Source: an optimization exercise on an open RTL-to-GDS flow (aim: small area, a short achievable clock period and few clock cycles). Production flows keep margins and buffers that such runs may drop. Only simulation tests tie the RTL to the original design; equivalence was not proved.

==> flow/design.v (outline; a module is shown in full before it is edited, if it fits) <==
// module csp_sqsum: 3309 lines
// module csp_bitlen: 260 lines
// module closest_segment_projector: 463 lines
// module csp_top: 43 lines
module csp_top (
	input  logic        clk,
	input  logic        arst_n,
	input  logic        item_valid,
	output logic        item_stall,
	input  logic [1:0]  item_action,
	input  logic [31:0] item_px,
	input  logic [31:0] item_py,
	output logic        result_valid,
	input  logic        result_stall,
	output logic        result_empty_error,
	output logic [15:0] result_closest_index,
	output logic [15:0] result_neighbour_index,
	output logic [31:0] result_closest_x,
	output logic [31:0] result_closest_y,
	output logic [31:0] result_neighbour_x,
	output logic [31:0] result_neighbour_y,
	output logic [31:0] result_ratio_u,
	output logic [31:0] result_projected_x,
	output logic [31:0] result_projected_y
);
  // ...
==> flow/flow/run.sh <==
#!/bin/bash
set -o pipefail
bash standard.sh SETUP_SLACK_MARGIN=9 finish > std_flow.log 2>&1
==> flow/standard.sh <==
#!/bin/bash
# synth_recipe.tcl (not shown) runs the flow's synth.tcl, then flattens the netlist and writes it again
# the make line also repeats each setting of config.mk as NAME=value (left out here)
make -C /OpenROAD-flow-scripts/flow DESIGN_CONFIG=/design/flow/config.mk WORK_HOME=/design/flow/orfs CLKGATE_MAP_FILE= SYNTH_SCRIPT=/design/flow/synth_recipe.tcl "${@:-finish}"
==> flow/config.mk <==
export PLATFORM = sky130hd
export DESIGN_NAME = csp_top
export DESIGN_NICKNAME = csp_top
export VERILOG_FILES = /design/flow/design.v
export SDC_FILE = /design/flow/constraint.sdc
export NUM_CORES = 4
export LEC_CHECK = 0
export CAP_MARGIN = 20
export CORE_MARGIN = 2
export CORE_UTILIZATION = 50
export SETUP_SLACK_MARGIN = 5
export SLEW_MARGIN = 20
==> flow/constraint.sdc <==
create_clock -name core_clock -period 14.0 [get_ports {clk}]
set_input_delay 2.8000 -clock core_clock [delete_from_list [all_inputs] [get_ports {clk}]]
set_output_delay 2.8000 -clock core_clock [all_outputs]
set_load 0.01 [all_outputs]
==> impl_metrics.yaml, run 1 <==
run_status:
  outcome: "timing/DRC/antenna clean"
floorplan:
  die_area_um2: 341000
  start_util: 0.5032
worst_setup_path:
  path_depth: 32
  crit_required_ps: 14640
  slowest_delay_ps: 600
  crit_type: "reg2reg"
  rr_worst_depth: 32
grt:
  grt_remaining_overflow: 0
place:
  placed_cell_area_um2: 176700
  place_inst: 21870
logic_synthesis:
  synth_area_leader_cell: "edfxtp_1"
  yosysMostFrequentCell: "inv_1"
  synth-xor-area-share: 0.04713
job:
  drv_cap: 0
timing:
  setup-tns-final_ps: 0
  period_needed_ps: 7081
  grt_setup_unrepaired: "true"
  holdWs_ps: 264.8
  hold_viol_final: 0
detailed_routing:
  vias_per_cell: 6.142
  routed_wl_um: 675000
  top_layer: "met5"
cells_and_area:
  fillCellCount: 27330
min_path:
  hold_depth: 0
cts:
  clock-sinks: 1897
Testbench counts, summed over its fixed seeds: cycles 5,300.
==> module closest_segment_projector, before the edit <==
module closest_segment_projector (
	input  logic        clk,
	input  logic        arst_n,
	input  logic        item_valid,
	output logic        item_stall,
	input  logic [1:0]  item_action,
	input  logic [31:0] item_px,
	input  logic [31:0] item_py,
	output logic        result_valid,
	input  logic        result_stall,
	output logic        res_e,
	output logic [15:0] res_ci,
	output logic [15:0] res_ni,
	output logic [31:0] res_cx,
	output logic [31:0] res_cy,
	output logic [31:0] res_nx,
	output logic [31:0] res_ny,
	output logic [31:0] res_u,
	output logic [31:0] res_px,
	output logic [31:0] res_py
);
	localparam logic [16:0] PATH_MAX = 17'd65536;
	localparam logic [2:0] K_NONE = 3'd0;
	localparam logic [2:0] K_PT   = 3'd1;    
	localparam logic [2:0] K_END  = 3'd2;    
	localparam logic [2:0] K_DEN  = 3'd3;    
	localparam logic [2:0] K_RDEN = 3'd4;    
	localparam logic [2:0] K_RDA  = 3'd5;    
	localparam logic [2:0] K_RDB  = 3'd6;    
	localparam logic [1:0] P_EMPTY = 2'd0;
	localparam logic [1:0] P_RDA   = 2'd1;
	localparam logic [1:0] P_RDB   = 2'd2;
	localparam logic [1:0] P_RDEN  = 2'd3;
	localparam logic [2:0] E_IDLE = 3'd0;
	localparam logic [2:0] E_DIV  = 3'd2;
	localparam logic [2:0] E_F    = 3'd3;
	logic        in_v;
	logic [1:0]  in_act;
	logic [31:0] in_x, in_y;
	logic [32:0] in_vx, in_vy;
	logic [31:0] qx, qy;
	logic        started, qchg, hold_q;
	logic [2:0]  s2_kind;
	logic [64:0] s2_s, s2_c;
	logic [31:0] s2_x, s2_y;
	logic        s2_bad;
	logic [32:0] evx, evy;
	logic [31:0] ax, ay, bx, by;
	logic [64:0] da, db;
	logic [16:0] cnt;
	logic        cnt_z, cnt_ge2, cnt_max;    
	logic        minf, pflag;
	logic        pend;
	logic [1:0]  pstep;
	logic [2:0]  est;
	logic        res_v;
	logic [31:0] jcx, jcy, jnx, jny;
	logic [15:0] jci, jni;
	logic        qv;
	logic [31:0] qcx, qcy, qnx, qny;
	logic [15:0] qci, qni;
	logic [64:0] qden;
	logic [65:0] qmag;
	logic        qneg;
	logic        sh_go;
	logic eng_idle, eng_free, eng_soon, f_go;
	assign eng_idle = (est == E_IDLE) && !res_v;
	assign eng_free = (est == E_IDLE) || (est == E_F && !res_v);
	assign f_go     = (est == E_F) && (!res_v || !result_stall);
	assign sh_go    = qv && ((est == E_IDLE) || f_go);
	logic [64:0] d2;
	logic        gt_a, gt_b;
	logic [65:0] nmag;
	logic        nsgn;
	logic        s2_pt_live;
	function automatic logic gt3(input logic [64:0] a, input logic [64:0] b, input logic [64:0] d);
		logic [65:0] x, y;
		logic [66:0] t;
		x = {1'b0, a} ^ {1'b0, b} ^ ~{1'b0, d};
		y = ({1'b0, a} & {1'b0, b}) | ({1'b0, a} & ~{1'b0, d}) | ({1'b0, b} & ~{1'b0, d});
		t = {1'b0, x} + {y, 1'b0};
		gt3 = t[66];
	endfunction
	function automatic logic [66:0] add4(input logic [66:0] a, input logic [66:0] b,
	                                     input logic [66:0] c, input logic [66:0] d,
	                                     input logic [2:0] k);
		logic [66:0] x1, y1, x2, y2;
		x1 = a ^ b ^ c;
		y1 = {((a & b) | (a & c) | (b & c)), k[1]};
		x2 = x1 ^ y1 ^ d;
		y2 = {((x1 & y1) | (x1 & d) | (y1 & d)), k[0]};
		add4 = x2 + y2 + {66'd0, k[2]};
	endfunction
	always_comb begin
		logic [66:0] es, ec, ea, eb, pn, nn;
		es   = {2'b00, s2_s};
		ec   = {2'b00, s2_c};
		ea   = {2'b00, da};
		eb   = {2'b00, db};
		d2   = s2_s + s2_c;
		gt_a = gt3(s2_s, s2_c, da);
		gt_b = gt3(s2_s, s2_c, db);
		pn   = add4(es, ec, ea, ~eb, 3'b001);           
		nn   = add4(~es, ~ec, ~ea, eb, 3'b111);         
		nsgn = pn[66];
		nmag = pn[66] ? nn[65:0] : pn[65:0];
		s2_pt_live = (s2_kind == K_PT) && !minf && !cnt_max;
	end
	logic s2_end, fast, empty_now, cap_now, go_slow, steal, hold, in_pe, adv, take;
	logic [2:0] steal_k;
	always_comb begin
		s2_end    = (s2_kind == K_END);
		fast      = s2_end && !s2_bad && !hold_q && !cnt_z && (!qv || eng_soon);
		empty_now = eng_idle && !qv && ((s2_end && cnt_z) || (pend && pstep == P_EMPTY));
		cap_now   = (s2_kind == K_DEN) || ((s2_kind == K_RDEN) && pend && (!qv || eng_free));
		go_slow   = s2_end && !fast && !empty_now;
		steal     = fast || (pend && pstep != P_EMPTY && !cap_now);
		case (pstep)
			P_RDA:   steal_k = K_RDA;
			P_RDB:   steal_k = K_RDB;
			P_RDEN:  steal_k = K_RDEN;
			default: steal_k = K_NONE;
		endcase
		if (fast) steal_k = K_DEN;
		hold      = go_slow || (pend && !cap_now && !empty_now);
		in_pe     = in_v && (in_act == 2'd1 || in_act == 2'd2);
		adv       = in_pe && !steal && !hold;
		item_stall = hold_q || (in_pe && !adv);
		take      = item_valid && !item_stall;
	end
	function automatic logic [32:0] sgnw(input logic [32:0] v);
		sgnw = {v[32], v[31:0] ^ {32{v[32]}}};
	endfunction
	logic [2:0]  s1_kind;
	logic [32:0] tvx, tvy;
	logic [64:0] sq_s, sq_c;
	always_comb begin
		if (steal) s1_kind = steal_k;
		else if (adv) s1_kind = (in_act == 2'd1) ? K_PT : K_END;
		else s1_kind = K_NONE;
		tvx = steal ? evx : in_vx;
		tvy = steal ? evy : in_vy;
	end
	csp_sqsum u_sq (.a(tvx), .b(tvy), .s(sq_s), .c(sq_c));
	logic        ev_load;
	logic [31:0] e1x, e1y, e2x, e2y;
	always_comb begin
		ev_load = 1'b1;
		if (adv && in_act == 2'd2) begin
			e1x = ax; e1y = ay;
			e2x = s2_pt_live ? s2_x : bx;
			e2y = s2_pt_live ? s2_y : by;
		end else if (go_slow && hold_q) begin
			e1x = ax; e1y = ay; e2x = qx; e2y = qy;
		end else if (pend && pstep == P_RDA) begin
			e1x = bx; e1y = by; e2x = qx; e2y = qy;
		end else begin
			ev_load = go_slow || (pend && pstep == P_RDB);
			e1x = ax; e1y = ay; e2x = bx; e2y = by;
		end
	end
	logic [64:0] den;
	logic [66:0] den3;   
	logic [65:0] rem;    
	logic        neg, sat, first;
	logic        s_big;    
	logic signed [32:0] sdx, sdy;
	logic [33:0] lq;
	logic [4:0]  dcnt;
	logic signed [65:0] accx, accy;
	function automatic logic [31:0] sat32(input logic [50:0] v);
		logic [31:0] r;
		if (&v[50:31] || !(|v[50:31])) r = v[31:0];
		else r = v[50] ? 32'h8000_0000 : 32'h7FFF_FFFF;
		sat32 = r;
	endfunction
	logic [65:0]  amag;
	logic [6:0]   bl_a, bl_den;
	logic [7:0]   s_est;
	logic [5:0]   s_st;
	logic [112:0] z;
	logic signed [32:0] sdx_n, sdy_n;
	csp_bitlen u_bl_a (.v(qmag), .bl(bl_a));
	csp_bitlen u_bl_d (.v({1'b0, qden}), .bl(bl_den));
	always_comb begin
		amag   = qmag;
		s_est  = {1'b0, bl_a} + 8'd15 - {1'b0, bl_den};
		if (s_est[7]) s_st = 6'd0;                     
		else if (s_est > 8'd31) s_st = 6'd32;
		else s_st = s_est[5:0] + {5'd0, s_est[0]};    
		z = {47'd0, amag} << (7'd47 - {1'b0, s_st});
		if (qneg) begin
			sdx_n = {qcx[31], qcx} - {qnx[31], qnx};
			sdy_n = {qcy[31], qcy} - {qny[31], qny};
		end else begin
			sdx_n = {qnx[31], qnx} - {qcx[31], qcx};
			sdy_n = {qny[31], qny} - {qcy[31], qcy};
		end
	end
	logic [2:0] est_n;
	logic [4:0] dcnt_n;
	logic       res_v_n, eng_soon_r;
	always_comb begin
		est_n = est;
		case (est)
			E_IDLE: if (sh_go) est_n = (qden == '0) ? E_F : E_DIV;
			E_DIV:  if (dcnt == 5'd1) est_n = E_F;
			E_F:    if (f_go) est_n = !sh_go ? E_IDLE : (qden == '0) ? E_F : E_DIV;
			default: est_n = E_IDLE;
		endcase
		if (sh_go) dcnt_n = 5'(({1'b0, s_st} + 7'd2) >> 1);
		else if (est == E_DIV) dcnt_n = dcnt - 5'd1;
		else dcnt_n = dcnt;
		if (f_go || empty_now) res_v_n = 1'b1;
		else if (res_v && !result_stall) res_v_n = 1'b0;
		else res_v_n = res_v;
	end
	assign eng_soon = eng_soon_r;
	logic [66:0] tq;
	logic [67:0] u1, u2, u3;
	logic        c1, c2, c3, g1, g2;
	logic [64:0] r2;
	always_comb begin
		tq = {rem[64:0], lq[33], lq[32]};
		u1 = {1'b0, tq} - {3'b000, den};
		u2 = {1'b0, tq} - {2'b00, den, 1'b0};
		u3 = {1'b0, tq} - {1'b0, den3};
		c1 = !u1[67];
		c2 = !u2[67];
		c3 = !u3[67];
		g1 = c2;
		g2 = c3 || (c1 && !c2);
		if (c3) r2 = u3[64:0];
		else if (c2) r2 = u2[64:0];
		else if (c1) r2 = u1[64:0];
		else r2 = tq[64:0];
	end
	logic [31:0] q0;
	logic        rb_eff;
	logic [1:0]  m;
	logic signed [66:0] fx, fy;
	logic [31:0] u_val;
	always_comb begin
		logic signed [66:0] x1, x2, x3, y1, y2, y3;
		logic [15:0] rcx, rcy;
		q0     = lq[32:1];
		rb_eff = lq[0];    
		m      = {1'b0, lq[1]} + {1'b0, rb_eff};
		rcx    = (sdx[32] ? 16'h7FFF : 16'h8000) + {15'd0, sat && !neg};
		rcy    = (sdy[32] ? 16'h7FFF : 16'h8000) + {15'd0, sat && !neg};
		if (est == E_F) begin
			x1 = $signed({{19{jcx[31]}}, jcx, rcx});
			y1 = $signed({{19{jcy[31]}}, jcy, rcy});
			if (sat) begin
				x2 = 67'(sdx) <<< 31;
				x3 = neg ? 67'sd0 : ~(67'(sdx));
				y2 = 67'(sdy) <<< 31;
				y3 = neg ? 67'sd0 : ~(67'(sdy));
			end else begin
				x2 = 67'(accx) <<< 1;
				x3 = m[1] ? (67'(sdx) <<< 1) : m[0] ? 67'(sdx) : 67'sd0;
				y2 = 67'(accy) <<< 1;
				y3 = m[1] ? (67'(sdy) <<< 1) : m[0] ? 67'(sdy) : 67'sd0;
			end
		end else begin
			x1 = lq[1] ? (67'(sdx) <<< 1) : 67'sd0;
			x2 = 67'(accx) <<< 2;
			x3 = lq[0] ? 67'(sdx) : 67'sd0;
			y1 = lq[1] ? (67'(sdy) <<< 1) : 67'sd0;
			y2 = 67'(accy) <<< 2;
			y3 = lq[0] ? 67'(sdy) : 67'sd0;
		end
		fx = x1 + x2 + x3;
		fy = y1 + y2 + y3;
		if (sat) u_val = neg ? 32'h8000_0000 : 32'h7FFF_FFFF;
		else     u_val = (neg ? ~q0 : q0) + {31'd0, (neg ? !rb_eff : rb_eff)};
	end
	always_ff @(posedge clk or negedge arst_n) begin
		if (!arst_n) begin
			in_v    <= 1'b0;
			qx      <= '0;
			qy      <= '0;
			started <= 1'b0;
			qchg    <= 1'b0;
			hold_q  <= 1'b0;
			s2_kind <= K_NONE;
			cnt     <= '0;
			cnt_z   <= 1'b1;
			cnt_ge2 <= 1'b0;
			cnt_max <= 1'b0;
			minf    <= 1'b0;
			pend    <= 1'b0;
			pstep   <= P_EMPTY;
			est        <= E_IDLE;
			eng_soon_r <= 1'b1;
			res_v      <= 1'b0;
			qv      <= 1'b0;
		end else begin
			if (take) in_v <= 1'b1;
			else if (!in_pe || adv) in_v <= 1'b0;
			if (take) begin
				case (item_action)
					2'd0: begin
						qx <= item_px;
						qy <= item_py;
						if (started) qchg <= 1'b1;
					end
					2'd1: started <= 1'b1;
					2'd2: begin
						started <= 1'b0;
						qchg    <= 1'b0;
						if (qchg) hold_q <= 1'b1;
					end
					default: ;
				endcase
			end
			s2_kind <= s1_kind;
			if (s2_pt_live) begin
				if (cnt_z) begin
					cnt   <= 17'd1;
					cnt_z <= 1'b0;
				end else if (gt_a) begin
					minf <= 1'b1;
				end else begin
					cnt     <= cnt + 17'd1;
					cnt_ge2 <= 1'b1;
					cnt_max <= (cnt == PATH_MAX - 17'd1);
				end
			end
			if (cap_now || empty_now) begin
				cnt     <= '0;
				cnt_z   <= 1'b1;
				cnt_ge2 <= 1'b0;
				cnt_max <= 1'b0;
				minf    <= 1'b0;
				hold_q  <= 1'b0;
			end
			if (cap_now || empty_now) begin
				pend <= 1'b0;
			end else if (go_slow) begin
				pend <= 1'b1;
				if (cnt_z) pstep <= P_EMPTY;
				else if (hold_q) pstep <= P_RDA;
				else pstep <= P_RDEN;
			end else if (pend && pstep == P_RDA) begin
				pstep <= P_RDB;
			end else if (pend && pstep == P_RDB) begin
				pstep <= P_RDEN;
			end
			est        <= est_n;
			eng_soon_r <= (est_n == E_IDLE) || (est_n == E_F && !res_v_n) ||
			              (est_n == E_DIV && dcnt_n == 5'd1 && !res_v_n);
			if (cap_now) qv <= 1'b1;
			else if (sh_go) qv <= 1'b0;
			res_v <= res_v_n;
		end
	end
	always_ff @(posedge clk) begin
		if (take) begin
			in_act <= item_action;
			in_x   <= item_px;
			in_y   <= item_py;
			in_vx  <= sgnw({item_px[31], item_px} - {qx[31], qx});
			in_vy  <= sgnw({item_py[31], item_py} - {qy[31], qy});
		end
		s2_s   <= sq_s;
		s2_c   <= sq_c;
		s2_x   <= in_x;
		s2_y   <= in_y;
		s2_bad <= s2_pt_live && (cnt_z || (gt_a && cnt_ge2 && gt_b));
		if (ev_load) begin
			evx <= sgnw({e1x[31], e1x} - {e2x[31], e2x});
			evy <= sgnw({e1y[31], e1y} - {e2y[31], e2y});
		end
		if (s2_pt_live) begin
			if (cnt_z) begin
				ax <= s2_x; ay <= s2_y; da <= d2;
				bx <= s2_x; by <= s2_y; db <= d2;
			end else if (gt_a) begin
				pflag <= !(cnt_ge2 && gt_b);
				if (!(cnt_ge2 && gt_b)) begin
					bx <= s2_x; by <= s2_y; db <= d2;
				end
			end else begin
				bx <= ax; by <= ay; db <= da;
				ax <= s2_x; ay <= s2_y; da <= d2;
			end
		end
		if (s2_kind == K_RDA) da <= d2;
		if (s2_kind == K_RDB) db <= d2;
		if (cap_now) begin
			qcx  <= ax;
			qcy  <= ay;
			qnx  <= bx;
			qny  <= by;
			qci  <= 16'(cnt - 17'd1);
			if (minf) qni <= pflag ? cnt[15:0] : 16'(cnt - 17'd2);
			else      qni <= cnt_ge2 ? 16'(cnt - 17'd2) : 16'(cnt - 17'd1);
			qden <= d2;
			qmag <= nmag;
			qneg <= nsgn;
		end
		if (sh_go) begin
			jcx   <= qcx;
			jcy   <= qcy;
			jnx   <= qnx;
			jny   <= qny;
			jci   <= qci;
			jni   <= qni;
			den   <= qden;
			neg   <= qneg && (qden != '0);
			den3  <= {2'b00, qden} + {1'b0, qden, 1'b0};
			sdx   <= sdx_n;
			sdy   <= sdy_n;
			rem   <= z[97:33];
			lq    <= (qden == '0) ? {1'b0, 32'h0001_0000, 1'b0} : {z[32:0], 1'b0};
			dcnt  <= dcnt_n;
			s_big <= (s_st >= 6'd30);
			accx  <= '0;
			accy  <= '0;
			sat   <= 1'b0;
			first <= (s_st == 6'd32);
		end
		if (empty_now) begin
			res_e  <= 1'b1;
			res_ci <= '0;
			res_ni <= '0;
			res_cx <= '0;
			res_cy <= '0;
			res_nx <= '0;
			res_ny <= '0;
			res_u  <= '0;
			res_px <= '0;
			res_py <= '0;
		end
		case (est)
			E_DIV: begin
				rem   <= {1'b0, r2};
				lq    <= {lq[31:0], g1, g2};
				dcnt  <= dcnt_n;
				accx  <= fx[65:0];
				accy  <= fy[65:0];
				first <= 1'b0;
				if (first && c1) sat <= 1'b1;
				if (dcnt == 5'd1 && s_big && (&lq[29:0]) && g1 && g2 && !neg) sat <= 1'b1;
			end
			E_F: if (f_go) begin
				res_e  <= 1'b0;
				res_ci <= jci;
				res_ni <= jni;
				res_cx <= jcx;
				res_cy <= jcy;
				res_nx <= jnx;
				res_ny <= jny;
				res_u  <= u_val;
				res_px <= sat32(fx[66:16]);
				res_py <= sat32(fy[66:16]);
			end
			default: ;
		endcase
	end
	assign result_valid = res_v;
endmodule
==> run 2: changes to the inputs <==
--- a/flow/design.v
+++ b/flow/design.v
@@ -2,17 +2,18 @@
 	localparam logic [1:0] ACT_QUERY = 2'd0;
 	localparam logic [1:0] ACT_POINT = 2'd1;
 	localparam logic [1:0] ACT_END   = 2'd2;
 endpackage
 module csp_sqsum (
 	input  logic [32:0] a,
 	input  logic [32:0] b,
 	output logic [64:0] s,
-	output logic [64:0] c
+	output logic [64:0] c,
+	output logic [64:0] e
 );
 	wire [31:0] aw = a[31:0];
 	wire p1 = aw[0] & aw[1];
 	wire p2 = aw[0] & aw[2];
 	wire p3 = aw[0] & aw[3];
 	wire p4 = aw[0] & aw[4];
 	wire p5 = aw[0] & aw[5];
 	wire p6 = aw[0] & aw[6];
@@ -3048,274 +3049,211 @@
 	wire s3035 = s2907 ^ s2909 ^ c2904;
 	wire c3036 = (s2907 & s2909) | (s2907 & c2904) | (s2909 & c2904);
 	wire s3037 = s2911 ^ s2913 ^ c2908;
 	wire c3038 = (s2911 & s2913) | (s2911 & c2908) | (s2913 & c2908);
 	wire s3039 = c2682 ^ s2915 ^ c2912;
 	wire c3040 = (c2682 & s2915) | (c2682 & c2912) | (s2915 & c2912);
 	wire s3041 = p1024 ^ bw[31] ^ s2917;
 	wire c3042 = (p1024 & bw[31]) | (p1024 & s2917) | (bw[31] & s2917);
-	wire s3043 = bw[0] ^ b[32];
-	wire c3044 = bw[0] & b[32];
-	wire s3045 = p497 ^ p1025 ^ c2920;
-	wire c3046 = (p497 & p1025) | (p497 & c2920) | (p1025 & c2920);
-	wire s3047 = p1026 ^ s2683 ^ s2921;
-	wire c3048 = (p1026 & s2683) | (p1026 & s2921) | (s2683 & s2921);
-	wire s3049 = c2684 ^ s2923 ^ c2922;
-	wire c3050 = (c2684 & s2923) | (c2684 & c2922) | (s2923 & c2922);
-	wire s3051 = c2686 ^ s2925 ^ c2924;
-	wire c3052 = (c2686 & s2925) | (c2686 & c2924) | (s2925 & c2924);
-	wire s3053 = c2690 ^ s2927 ^ c2926;
-	wire c3054 = (c2690 & s2927) | (c2690 & c2926) | (s2927 & c2926);
-	wire s3055 = c2694 ^ s2929 ^ c2928;
-	wire c3056 = (c2694 & s2929) | (c2694 & c2928) | (s2929 & c2928);
-	wire s3057 = c2698 ^ s2931 ^ c2930;
-	wire c3058 = (c2698 & s2931) | (c2698 & c2930) | (s2931 & c2930);
-	wire s3059 = c2702 ^ s2933 ^ c2932;
-	wire c3060 = (c2702 & s2933) | (c2702 & c2932) | (s2933 & c2932);
-	wire s3061 = c2706 ^ s2935 ^ c2934;
-	wire c3062 = (c2706 & s2935) | (c2706 & c2934) | (s2935 & c2934);
-	wire s3063 = c2710 ^ s2937 ^ c2936;
-	wire c3064 = (c2710 & s2937) | (c2710 & c2936) | (s2937 & c2936);
-	wire s3065 = c2714 ^ s2939 ^ c2938;
-	wire c3066 = (c2714 & s2939) | (c2714 & c2938) | (s2939 & c2938);
-	wire s3067 = c2718 ^ s2941 ^ c2940;
-	wire c3068 = (c2718 & s2941) | (c2718 & c2940) | (s2941 & c2940);
-	wire s3069 = c2722 ^ s2943 ^ c2942;
-	wire c3070 = (c2722 & s2943) | (c2722 & c2942) | (s2943 & c2942);
-	wire s3071 = c2726 ^ s2945 ^ c2944;
-	wire c3072 = (c2726 & s2945) | (c2726 & c2944) | (s2945 & c2944);
-	wire s3073 = c2730 ^ s2947 ^ c2946;
-	wire c3074 = (c2730 & s2947) | (c2730 & c2946) | (s2947 & c2946);
-	wire s3075 = c2734 ^ s2949 ^ c2948;
-	wire c3076 = (c2734 & s2949) | (c2734 & c2948) | (s2949 & c2948);
-	wire s3077 = c2738 ^ s2951 ^ c2950;
-	wire c3078 = (c2738 & s2951) | (c2738 & c2950) | (s2951 & c2950);
-	wire s3079 = c2742 ^ s2953 ^ c2952;
-	wire c3080 = (c2742 & s2953) | (c2742 & c2952) | (s2953 & c2952);
-	wire s3081 = c2746 ^ s2955 ^ c2954;
-	wire c3082 = (c2746 & s2955) | (c2746 & c2954) | (s2955 & c2954);
-	wire s3083 = c2750 ^ s2957 ^ c2956;
-	wire c3084 = (c2750 & s2957) | (c2750 & c2956) | (s2957 & c2956);
-	wire s3085 = c2754 ^ s2959 ^ c2958;
-	wire c3086 = (c2754 & s2959) | (c2754 & c2958) | (s2959 & c2958);
-	wire s3087 = c2758 ^ s2961 ^ c2960;
-	wire c3088 = (c2758 & s2961) | (c2758 & c2960) | (s2961 & c2960);
-	wire s3089 = c2762 ^ s2963 ^ c2962;
-	wire c3090 = (c2762 & s2963) | (c2762 & c2962) | (s2963 & c2962);
-	wire s3091 = c2766 ^ s2965 ^ c2964;
-	wire c3092 = (c2766 & s2965) | (c2766 & c2964) | (s2965 & c2964);
-	wire s3093 = c2770 ^ s2967 ^ c2966;
-	wire c3094 = (c2770 & s2967) | (c2770 & c2966) | (s2967 & c2966);
-	wire s3095 = c2774 ^ s2969 ^ c2968;
-	wire c3096 = (c2774 & s2969) | (c2774 & c2968) | (s2969 & c2968);
-	wire s3097 = c2778 ^ s2971 ^ c2970;
-	wire c3098 = (c2778 & s2971) | (c2778 & c2970) | (s2971 & c2970);
-	wire s3099 = c2782 ^ s2973 ^ c2972;
-	wire c3100 = (c2782 & s2973) | (c2782 & c2972) | (s2973 & c2972);
-	wire s3101 = c2786 ^ s2975 ^ c2974;
-	wire c3102 = (c2786 & s2975) | (c2786 & c2974) | (s2975 & c2974);
-	wire s3103 = c2790 ^ s2977 ^ c2976;
-	wire c3104 = (c2790 & s2977) | (c2790 & c2976) | (s2977 & c2976);
-	wire s3105 = c2794 ^ s2979 ^ c2978;
-	wire c3106 = (c2794 & s2979) | (c2794 & c2978) | (s2979 & c2978);
-	wire s3107 = c2798 ^ s2981 ^ c2980;
-	wire c3108 = (c2798 & s2981) | (c2798 & c2980) | (s2981 & c2980);
-	wire s3109 = c2802 ^ s2983 ^ c2982;
-	wire c3110 = (c2802 & s2983) | (c2802 & c2982) | (s2983 & c2982);
-	wire s3111 = c2806 ^ s2985 ^ c2984;
-	wire c3112 = (c2806 & s2985) | (c2806 & c2984) | (s2985 & c2984);
-	wire s3113 = c2810 ^ s2987 ^ c2986;
-	wire c3114 = (c2810 & s2987) | (c2810 & c2986) | (s2987 & c2986);
-	wire s3115 = c2814 ^ s2989 ^ c2988;
-	wire c3116 = (c2814 & s2989) | (c2814 & c2988) | (s2989 & c2988);
-	wire s3117 = c2818 ^ s2991 ^ c2990;
-	wire c3118 = (c2818 & s2991) | (c2818 & c2990) | (s2991 & c2990);
-	wire s3119 = c2822 ^ s2993 ^ c2992;
-	wire c3120 = (c2822 & s2993) | (c2822 & c2992) | (s2993 & c2992);
-	wire s3121 = c2826 ^ s2995 ^ c2994;
-	wire c3122 = (c2826 & s2995) | (c2826 & c2994) | (s2995 & c2994);
-	wire s3123 = c2830 ^ s2997 ^ c2996;
-	wire c3124 = (c2830 & s2997) | (c2830 & c2996) | (s2997 & c2996);
-	wire s3125 = c2834 ^ s2999 ^ c2998;
-	wire c3126 = (c2834 & s2999) | (c2834 & c2998) | (s2999 & c2998);
-	wire s3127 = c2838 ^ s3001 ^ c3000;
-	wire c3128 = (c2838 & s3001) | (c2838 & c3000) | (s3001 & c3000);
-	wire s3129 = c2842 ^ s3003 ^ c3002;
-	wire c3130 = (c2842 & s3003) | (c2842 & c3002) | (s3003 & c3002);
-	wire s3131 = c2846 ^ s3005 ^ c3004;
-	wire c3132 = (c2846 & s3005) | (c2846 & c3004) | (s3005 & c3004);
-	wire s3133 = c2850 ^ s3007 ^ c3006;
-	wire c3134 = (c2850 & s3007) | (c2850 & c3006) | (s3007 & c3006);
-	wire s3135 = c2854 ^ s3009 ^ c3008;
-	wire c3136 = (c2854 & s3009) | (c2854 & c3008) | (s3009 & c3008);
-	wire s3137 = c2858 ^ s3011 ^ c3010;
-	wire c3138 = (c2858 & s3011) | (c2858 & c3010) | (s3011 & c3010);
-	wire s3139 = c2862 ^ s3013 ^ c3012;
-	wire c3140 = (c2862 & s3013) | (c2862 & c3012) | (s3013 & c3012);
-	wire s3141 = c2866 ^ s3015 ^ c3014;
-	wire c3142 = (c2866 & s3015) | (c2866 & c3014) | (s3015 & c3014);
-	wire s3143 = c2870 ^ s3017 ^ c3016;
-	wire c3144 = (c2870 & s3017) | (c2870 & c3016) | (s3017 & c3016);
-	wire s3145 = c2874 ^ s3019 ^ c3018;
-	wire c3146 = (c2874 & s3019) | (c2874 & c3018) | (s3019 & c3018);
-	wire s3147 = c2878 ^ s3021 ^ c3020;
-	wire c3148 = (c2878 & s3021) | (c2878 & c3020) | (s3021 & c3020);
-	wire s3149 = c2882 ^ s3023 ^ c3022;
-	wire c3150 = (c2882 & s3023) | (c2882 & c3022) | (s3023 & c3022);
-	wire s3151 = c2886 ^ s3025 ^ c3024;
-	wire c3152 = (c2886 & s3025) | (c2886 & c3024) | (s3025 & c3024);
-	wire s3153 = c2890 ^ s3027 ^ c3026;
-	wire c3154 = (c2890 & s3027) | (c2890 & c3026) | (s3027 & c3026);
-	wire s3155 = c2894 ^ s3029 ^ c3028;
-	wire c3156 = (c2894 & s3029) | (c2894 & c3028) | (s3029 & c3028);
-	wire s3157 = c2898 ^ s3031 ^ c3030;
-	wire c3158 = (c2898 & s3031) | (c2898 & c3030) | (s3031 & c3030);
-	wire s3159 = c2902 ^ s3033 ^ c3032;
-	wire c3160 = (c2902 & s3033) | (c2902 & c3032) | (s3033 & c3032);
-	wire s3161 = c2906 ^ s3035 ^ c3034;
-	wire c3162 = (c2906 & s3035) | (c2906 & c3034) | (s3035 & c3034);
-	wire s3163 = c2910 ^ s3037 ^ c3036;
-	wire c3164 = (c2910 & s3037) | (c2910 & c3036) | (s3037 & c3036);
-	wire s3165 = c2914 ^ s3039 ^ c3038;
-	wire c3166 = (c2914 & s3039) | (c2914 & c3038) | (s3039 & c3038);
-	wire s3167 = c2916 ^ s3041 ^ c3040;
-	wire c3168 = (c2916 & s3041) | (c2916 & c3040) | (s3041 & c3040);
-	wire s3169 = c2918 ^ c3042;
-	wire c3170 = c2918 & c3042;
-	assign s[0] = s2919;
-	assign c[0] = s3043;
-	assign s[1] = s3045;
-	assign c[1] = c3044;
-	assign s[2] = s3047;
-	assign c[2] = c3046;
-	assign s[3] = s3049;
-	assign c[3] = c3048;
-	assign s[4] = s3051;
-	assign c[4] = c3050;
-	assign s[5] = s3053;
-	assign c[5] = c3052;
-	assign s[6] = s3055;
-	assign c[6] = c3054;
-	assign s[7] = s3057;
-	assign c[7] = c3056;
-	assign s[8] = s3059;
-	assign c[8] = c3058;
-	assign s[9] = s3061;
-	assign c[9] = c3060;
-	assign s[10] = s3063;
-	assign c[10] = c3062;
-	assign s[11] = s3065;
-	assign c[11] = c3064;
-	assign s[12] = s3067;
-	assign c[12] = c3066;
-	assign s[13] = s3069;
-	assign c[13] = c3068;
-	assign s[14] = s3071;
-	assign c[14] = c3070;
-	assign s[15] = s3073;
-	assign c[15] = c3072;
-	assign s[16] = s3075;
-	assign c[16] = c3074;
-	assign s[17] = s3077;
-	assign c[17] = c3076;
-	assign s[18] = s3079;
-	assign c[18] = c3078;
-	assign s[19] = s3081;
-	assign c[19] = c3080;
-	assign s[20] = s3083;
-	assign c[20] = c3082;
-	assign s[21] = s3085;
-	assign c[21] = c3084;
-	assign s[22] = s3087;
-	assign c[22] = c3086;
-	assign s[23] = s3089;
-	assign c[23] = c3088;
-	assign s[24] = s3091;
-	assign c[24] = c3090;
-	assign s[25] = s3093;
-	assign c[25] = c3092;
-	assign s[26] = s3095;
-	assign c[26] = c3094;
-	assign s[27] = s3097;
-	assign c[27] = c3096;
-	assign s[28] = s3099;
-	assign c[28] = c3098;
-	assign s[29] = s3101;
-	assign c[29] = c3100;
-	assign s[30] = s3103;
-	assign c[30] = c3102;
-	assign s[31] = s3105;
-	assign c[31] = c3104;
-	assign s[32] = s3107;
-	assign c[32] = c3106;
-	assign s[33] = s3109;
-	assign c[33] = c3108;
-	assign s[34] = s3111;
-	assign c[34] = c3110;
-	assign s[35] = s3113;
-	assign c[35] = c3112;
-	assign s[36] = s3115;
-	assign c[36] = c3114;
-	assign s[37] = s3117;
-	assign c[37] = c3116;
-	assign s[38] = s3119;
-	assign c[38] = c3118;
-	assign s[39] = s3121;
-	assign c[39] = c3120;
-	assign s[40] = s3123;
-	assign c[40] = c3122;
-	assign s[41] = s3125;
-	assign c[41] = c3124;
-	assign s[42] = s3127;
-	assign c[42] = c3126;
-	assign s[43] = s3129;
-	assign c[43] = c3128;
-	assign s[44] = s3131;
-	assign c[44] = c3130;
-	assign s[45] = s3133;
-	assign c[45] = c3132;
-	assign s[46] = s3135;
-	assign c[46] = c3134;
-	assign s[47] = s3137;
-	assign c[47] = c3136;
-	assign s[48] = s3139;
-	assign c[48] = c3138;
-	assign s[49] = s3141;
-	assign c[49] = c3140;
-	assign s[50] = s3143;
-	assign c[50] = c3142;
-	assign s[51] = s3145;
-	assign c[51] = c3144;
-	assign s[52] = s3147;
-	assign c[52] = c3146;
-	assign s[53] = s3149;
-	assign c[53] = c3148;
-	assign s[54] = s3151;
-	assign c[54] = c3150;
-	assign s[55] = s3153;
-	assign c[55] = c3152;
-	assign s[56] = s3155;
-	assign c[56] = c3154;
-	assign s[57] = s3157;
-	assign c[57] = c3156;
-	assign s[58] = s3159;
-	assign c[58] = c3158;
-	assign s[59] = s3161;
-	assign c[59] = c3160;
-	assign s[60] = s3163;
-	assign c[60] = c3162;
-	assign s[61] = s3165;
-	assign c[61] = c3164;
-	assign s[62] = s3167;
-	assign c[62] = c3166;
-	assign s[63] = s3169;
-	assign c[63] = c3168;
-	assign s[64] = c3170;
+	assign s[0] = bw[0];
+	assign c[0] = b[32];
+	assign e[0] = s2919;
+	assign s[1] = p497;
+	assign c[1] = p1025;
+	assign e[1] = c2920;
+	assign s[2] = p1026;
+	assign c[2] = s2683;
+	assign e[2] = s2921;
+	assign s[3] = c2684;
+	assign c[3] = s2923;
+	assign e[3] = c2922;
+	assign s[4] = c2686;
+	assign c[4] = s2925;
+	assign e[4] = c2924;
+	assign s[5] = c2690;
+	assign c[5] = s2927;
+	assign e[5] = c2926;
+	assign s[6] = c2694;
+	assign c[6] = s2929;
+	assign e[6] = c2928;
+	assign s[7] = c2698;
+	assign c[7] = s2931;
+	assign e[7] = c2930;
+	assign s[8] = c2702;
+	assign c[8] = s2933;
+	assign e[8] = c2932;
+	assign s[9] = c2706;
+	assign c[9] = s2935;
+	assign e[9] = c2934;
+	assign s[10] = c2710;
+	assign c[10] = s2937;
+	assign e[10] = c2936;
+	assign s[11] = c2714;
+	assign c[11] = s2939;
+	assign e[11] = c2938;
+	assign s[12] = c2718;
+	assign c[12] = s2941;
+	assign e[12] = c2940;
+	assign s[13] = c2722;
+	assign c[13] = s2943;
+	assign e[13] = c2942;
+	assign s[14] = c2726;
+	assign c[14] = s2945;
+	assign e[14] = c2944;
+	assign s[15] = c2730;
+	assign c[15] = s2947;
+	assign e[15] = c2946;
+	assign s[16] = c2734;
+	assign c[16] = s2949;
+	assign e[16] = c2948;
+	assign s[17] = c2738;
+	assign c[17] = s2951;
+	assign e[17] = c2950;
+	assign s[18] = c2742;
+	assign c[18] = s2953;
+	assign e[18] = c2952;
+	assign s[19] = c2746;
+	assign c[19] = s2955;
+	assign e[19] = c2954;
+	assign s[20] = c2750;
+	assign c[20] = s2957;
+	assign e[20] = c2956;
+	assign s[21] = c2754;
+	assign c[21] = s2959;
+	assign e[21] = c2958;
+	assign s[22] = c2758;
+	assign c[22] = s2961;
+	assign e[22] = c2960;
+	assign s[23] = c2762;
+	assign c[23] = s2963;
+	assign e[23] = c2962;
+	assign s[24] = c2766;
+	assign c[24] = s2965;
+	assign e[24] = c2964;
+	assign s[25] = c2770;
+	assign c[25] = s2967;
+	assign e[25] = c2966;
+	assign s[26] = c2774;
+	assign c[26] = s2969;
+	assign e[26] = c2968;
+	assign s[27] = c2778;
+	assign c[27] = s2971;
+	assign e[27] = c2970;
+	assign s[28] = c2782;
+	assign c[28] = s2973;
+	assign e[28] = c2972;
+	assign s[29] = c2786;
+	assign c[29] = s2975;
+	assign e[29] = c2974;
+	assign s[30] = c2790;
+	assign c[30] = s2977;
+	assign e[30] = c2976;
+	assign s[31] = c2794;
+	assign c[31] = s2979;
+	assign e[31] = c2978;
+	assign s[32] = c2798;
+	assign c[32] = s2981;
+	assign e[32] = c2980;
+	assign s[33] = c2802;
+	assign c[33] = s2983;
+	assign e[33] = c2982;
+	assign s[34] = c2806;
+	assign c[34] = s2985;
+	assign e[34] = c2984;
+	assign s[35] = c2810;
+	assign c[35] = s2987;
+	assign e[35] = c2986;
+	assign s[36] = c2814;
+	assign c[36] = s2989;
+	assign e[36] = c2988;
+	assign s[37] = c2818;
+	assign c[37] = s2991;
+	assign e[37] = c2990;
+	assign s[38] = c2822;
+	assign c[38] = s2993;
+	assign e[38] = c2992;
+	assign s[39] = c2826;
+	assign c[39] = s2995;
+	assign e[39] = c2994;
+	assign s[40] = c2830;
+	assign c[40] = s2997;
+	assign e[40] = c2996;
+	assign s[41] = c2834;
+	assign c[41] = s2999;
+	assign e[41] = c2998;
+	assign s[42] = c2838;
+	assign c[42] = s3001;
+	assign e[42] = c3000;
+	assign s[43] = c2842;
+	assign c[43] = s3003;
+	assign e[43] = c3002;
+	assign s[44] = c2846;
+	assign c[44] = s3005;
+	assign e[44] = c3004;
+	assign s[45] = c2850;
+	assign c[45] = s3007;
+	assign e[45] = c3006;
+	assign s[46] = c2854;
+	assign c[46] = s3009;
+	assign e[46] = c3008;
+	assign s[47] = c2858;
+	assign c[47] = s3011;
+	assign e[47] = c3010;
+	assign s[48] = c2862;
+	assign c[48] = s3013;
+	assign e[48] = c3012;
+	assign s[49] = c2866;
+	assign c[49] = s3015;
+	assign e[49] = c3014;
+	assign s[50] = c2870;
+	assign c[50] = s3017;
+	assign e[50] = c3016;
+	assign s[51] = c2874;
+	assign c[51] = s3019;
+	assign e[51] = c3018;
+	assign s[52] = c2878;
+	assign c[52] = s3021;
+	assign e[52] = c3020;
+	assign s[53] = c2882;
+	assign c[53] = s3023;
+	assign e[53] = c3022;
+	assign s[54] = c2886;
+	assign c[54] = s3025;
+	assign e[54] = c3024;
+	assign s[55] = c2890;
+	assign c[55] = s3027;
+	assign e[55] = c3026;
+	assign s[56] = c2894;
+	assign c[56] = s3029;
+	assign e[56] = c3028;
+	assign s[57] = c2898;
+	assign c[57] = s3031;
+	assign e[57] = c3030;
+	assign s[58] = c2902;
+	assign c[58] = s3033;
+	assign e[58] = c3032;
+	assign s[59] = c2906;
+	assign c[59] = s3035;
+	assign e[59] = c3034;
+	assign s[60] = c2910;
+	assign c[60] = s3037;
+	assign e[60] = c3036;
+	assign s[61] = c2914;
+	assign c[61] = s3039;
+	assign e[61] = c3038;
+	assign s[62] = c2916;
+	assign c[62] = s3041;
+	assign e[62] = c3040;
+	assign s[63] = c2918;
+	assign c[63] = c3042;
+	assign e[63] = 1'b0;
+	assign s[64] = 1'b0;
 	assign c[64] = 1'b0;
+	assign e[64] = 1'b0;
 endmodule
 module csp_bitlen (
 	input  logic [65:0] v,
 	output logic [6:0]  bl
 );
 	wire lv1_0 = v[1] | v[0];
 	wire lp1_0 = v[1];
 	wire lv1_1 = v[3] | v[2];
@@ -3610,17 +3548,17 @@
 	localparam logic [2:0] E_F    = 3'd3;
 	logic        in_v;
 	logic [1:0]  in_act;
 	logic [31:0] in_x, in_y;
 	logic [32:0] in_vx, in_vy;
 	logic [31:0] qx, qy;
 	logic        started, qchg, hold_q;
 	logic [2:0]  s2_kind;
-	logic [64:0] s2_s, s2_c;
+	logic [64:0] s2_s, s2_c, s2_e;
 	logic [31:0] s2_x, s2_y;
 	logic        s2_bad;
 	logic [32:0] evx, evy;
 	logic [31:0] ax, ay, bx, by;
 	logic [64:0] da, db;
 	logic [16:0] cnt;
 	logic        cnt_z, cnt_ge2, cnt_max;    
 	logic        minf, pflag;
@@ -3662,23 +3600,26 @@
 		x1 = a ^ b ^ c;
 		y1 = {((a & b) | (a & c) | (b & c)), k[1]};
 		x2 = x1 ^ y1 ^ d;
 		y2 = {((x1 & y1) | (x1 & d) | (y1 & d)), k[0]};
 		add4 = x2 + y2 + {66'd0, k[2]};
 	endfunction
 	always_comb begin
 		logic [66:0] es, ec, ea, eb, pn, nn;
-		es   = {2'b00, s2_s};
-		ec   = {2'b00, s2_c};
+		logic [64:0] ps, pc;
+		ps   = s2_s ^ s2_c ^ s2_e;
+		pc   = {((s2_s[63:0] & s2_c[63:0]) | (s2_s[63:0] & s2_e[63:0]) | (s2_c[63:0] & s2_e[63:0])), 1'b0};
+		es   = {2'b00, ps};
+		ec   = {2'b00, pc};
 		ea   = {2'b00, da};
 		eb   = {2'b00, db};
-		d2   = s2_s + s2_c;
-		gt_a = gt3(s2_s, s2_c, da);
-		gt_b = gt3(s2_s, s2_c, db);
+		d2   = ps + pc;
+		gt_a = gt3(ps, pc, da);
+		gt_b = gt3(ps, pc, db);
 		pn   = add4(es, ec, ea, ~eb, 3'b001);           
 		nn   = add4(~es, ~ec, ~ea, eb, 3'b111);         
 		nsgn = pn[66];
 		nmag = pn[66] ? nn[65:0] : pn[65:0];
 		s2_pt_live = (s2_kind == K_PT) && !minf && !cnt_max;
 	end
 	logic s2_end, fast, empty_now, cap_now, go_slow, steal, hold, in_pe, adv, take;
 	logic [2:0] steal_k;
@@ -3702,25 +3643,25 @@
 		item_stall = hold_q || (in_pe && !adv);
 		take      = item_valid && !item_stall;
 	end
 	function automatic logic [32:0] sgnw(input logic [32:0] v);
 		sgnw = {v[32], v[31:0] ^ {32{v[32]}}};
 	endfunction
 	logic [2:0]  s1_kind;
 	logic [32:0] tvx, tvy;
-	logic [64:0] sq_s, sq_c;
+	logic [64:0] sq_s, sq_c, sq_e;
 	always_comb begin
 		if (steal) s1_kind = steal_k;
 		else if (adv) s1_kind = (in_act == 2'd1) ? K_PT : K_END;
 		else s1_kind = K_NONE;
 		tvx = steal ? evx : in_vx;
 		tvy = steal ? evy : in_vy;
 	end
-	csp_sqsum u_sq (.a(tvx), .b(tvy), .s(sq_s), .c(sq_c));
+	csp_sqsum u_sq (.a(tvx), .b(tvy), .s(sq_s), .c(sq_c), .e(sq_e));
 	logic        ev_load;
 	logic [31:0] e1x, e1y, e2x, e2y;
 	always_comb begin
 		ev_load = 1'b1;
 		if (adv && in_act == 2'd2) begin
 			e1x = ax; e1y = ay;
 			e2x = s2_pt_live ? s2_x : bx;
 			e2y = s2_pt_live ? s2_y : by;
@@ -3934,16 +3875,17 @@
 			in_act <= item_action;
 			in_x   <= item_px;
 			in_y   <= item_py;
 			in_vx  <= sgnw({item_px[31], item_px} - {qx[31], qx});
 			in_vy  <= sgnw({item_py[31], item_py} - {qy[31], qy});
 		end
 		s2_s   <= sq_s;
 		s2_c   <= sq_c;
+		s2_e   <= sq_e;
 		s2_x   <= in_x;
 		s2_y   <= in_y;
 		s2_bad <= s2_pt_live && (cnt_z || (gt_a && cnt_ge2 && gt_b));
 		if (ev_load) begin
 			evx <= sgnw({e1x[31], e1x} - {e2x[31], e2x});
 			evy <= sgnw({e1y[31], e1y} - {e2y[31], e2y});
 		end
 		if (s2_pt_live) begin
==> impl_metrics.yaml, run 2 <==
cts:
  cts_root_buffer: "clkbuf_16"
  cts-htree-levels: 4
  cts.path.max_buffers: 4
  clk_latency_ps: 1030
  clock-sinks: 1959
  cts.clk_slew.worst_paths_ps: 60
  cts_hold_buf: 0
  cts_made_buffers: 226
  cts_tree: "done"
cells_and_area:
  final_common_cell: "inv_1"
  final_cell_mix: "inv_1, nand2_1, edfxtp_1, nor2_1, fa_1"
  fin_area_um2: 218600
  seqCellArea_um2: 53210
  nets: 21790
  multi_input_area_um2: 120100
  drive_gt1_frac: 0.2485
  top_register: "u_csp.den3"
  largest_reg_flops: 67
  final_util: 0.6509
  fillCellCount: 26350
  syn2layout_area_growth_pct: 29.79
logic_synthesis:
  synth_top_family_by_area: "adder cells"
  synth_common_cells: "inv_1, nor2_1, nand2_1"
  syn_area_um2: 168400
  synthFlopType: "edfxtp_1"
  ys_seq_elements: 1959
  synthArstFlopShare: 0.05156
  syn_area_per_cell_um2: 9.477
  yosys_warnings: 1
  synthTopCellsByArea: "edfxtp_1, fa_1, ha_1"
  synth_edf_count: 1344
  netlist-cell-type-count: 113
  synth.net_count: 20390
  synth.area.mux_share: 0.03888
  synth-xor-area-share: 0.04780
  yosysSeqAreaShare: 0.3158
  synth_compound_area_frac: 0.1571
  synth-simple-area-share: 0.1223
  synth_top_area_share: 0.2397
  yosysMostFrequentCell: "inv_1"
  synth_area_leader_cell: "edfxtp_1"
  netlist_instances: 17770
  yosys.area_share.adder: 0.2529
detailed_routing:
  route.detailed.drc: 0
  routed_wl_um: 702800
  first_iter_violations: 19160
  drt.antenna.violating_nets: 0
  vias_per_cell: 6.279
  vias: 149400
  wl_per_cell_um: 29.53
  drt_pass1_iterations: 10
floorplan:
  core_area_um2: 335800
  start_util: 0.5015
  row_count: 213
  ioPinCount: 329
  die_h_um: 584.3
  die_area_um2: 341400
  die_w_um: 584.3
worst_setup_path:
  critPathArrivalTime_ps: 8230
  crit_type: "reg2reg"
  end_kind: "flip-flop"
  crit_path_start_kind: "flip-flop"
  critPathMaxFanout: 8
  slowest_delay_ps: 750
  crit_required_ps: 14750
  slowest_stage: "mux2i_2"
  cp_common_cell: "mux2i_2"
grt:
  grt_remaining_overflow: 0
  antenna_found_initial: 43
  grt_usage: 0.3898
  grt_pass1_vias: 140500
  grt_pass1_wl_um: 973900
  grt_max_degree: 141
timing:
  post-route-period-util: 0.5339
  slew_headroom: 0.1385
  period_needed_ps: 7475
  holdWs_ps: 272.9
  grt_setup_unrepaired: "true"
  setup_viol: 0
  fin_skew_ps: 113.9
  setup_ws_ps: 6525
  drv_slew: 0
  hold_viol_final: 0
  max_clock_freq_mhz: 133.8
  tightest_slew_ps: 1289
  setup-tns-final_ps: 0
run_status:
  outcome: "timing/DRC/antenna clean"
place:
  dpl_worst_slack_ps: 5002
  place_congestion: 1.008
  dp_hpwl_um: 458300
  io_buffers: 328
  placed_cell_area_um2: 178500
min_path:
  hold_class: "reg2reg"
job:
  drv_cap: 0
-- run 2: worst paths after layout --
kind	start	endpoint	slack [ps]	cells after the start
min in group asynchronous	arst_n	u_csp.qx[22]$_DFFE_PN0P_	1870	1
max reg2reg	u_csp.qden[35]$_DFFE_PP_	u_csp.rem[59]$_DFFE_PP_	6520	31
min reg2reg	u_csp.in_y[29]$_DFFE_PP_	u_csp.s2_y[29]$_DFF_P_	270	0
max in group asynchronous	arst_n	u_csp.est[1]$_DFF_PN0_	10610	2
max	u_csp.qden[35]$_DFFE_PP_	u_csp.rem[59]$_DFFE_PP_	6520	31
min	u_csp.in_y[29]$_DFFE_PP_	u_csp.s2_y[29]$_DFF_P_	270	0
-- run 2: repair_timing --
action	in CTS	in global routing
buffers inserted	832	418
pin swaps	762	682
resized for setup	2581	1321
gates cloned	172	32
endpoints found under the setup margin	1651	1392
-- run 2: cell families after synthesis --
group | Yosys count
xor gates and xnor gates | 919
other | 1
buffers and inverters | 2895
adders and majority gates | 2549
AOI/OAI and AO/OA | 4237
muxes | 619
DFF | 1959
and+or+nand+nor | 4590
-- run 2: stage by stage --
stage / cells
after floorplan: 17770
after global placement: 21900
after detailed placement: 21900
after CTS: 23330
after global routing: 23780
final: 23800
-- run 2: final cells by class --
class	instances	share of cell area
antenna	20	0.0002290
clock buffer	285	0.02836
clock inverter	141	0.007769
inverter	2129	0.03802
multi-input combinational	12950	0.5495
sequential	1959	0.2435
tap	4407	0.02523
timing repair buffer	1902	0.1069
timing repair inverter	8	0.0004694
-- run 2: routing by layer --
metal  up-vias  wire length (µm)  global-route usage
met5         -               267           0.0007005
met4        28             46510              0.1902
met3      2405             91980              0.1138
met2      9511            286300              0.5486
met1     73590            277800              0.5466
li1      63890                 -                   -
-- run 2: critical path, delay by kind of cell, from the launching register on --
family | cells | cell delay [ps]
adder cells (fa/ha/maj) | 4 | 1100
buffers and inverters | 6 | 880
AND/OR/NAND/NOR | 4 | 440
AO/OA/AOI/OAI | 9 | 1770
flip-flops | 1 | 510
multiplexers | 7 | 2430
XOR/XNOR | 1 | 150
Testbench counts of run 2, summed over its fixed seeds: cycles 5,300.

port drivers added, routing unchanged:
Ports are ideal in the flow. The routed layouts listed here were re-timed in OpenROAD. Step 1, drivers: a clkbuf_16 drives clk and a buf_2 each remaining input, both assumed. Step 2, shift: input delay + t, output delay - t, t = (earliest + latest rising clock arrival at the registers) / 2. This alone moves slack from input paths to output paths. a / b / c = no drivers / after step 1 / after step 2; a / b = the first two.
| run | shift t [ns] | setup WS [ns] | cell pins on the clock port's net |
|---|---|---|---|
| run 1 | 1.071 | 6.919 / 6.919 / 6.919 | 1 |
| run 2 | 1.077 | 6.525 / 6.525 / 6.525 | 1 |
After both steps setup and hold are still met in every run listed.
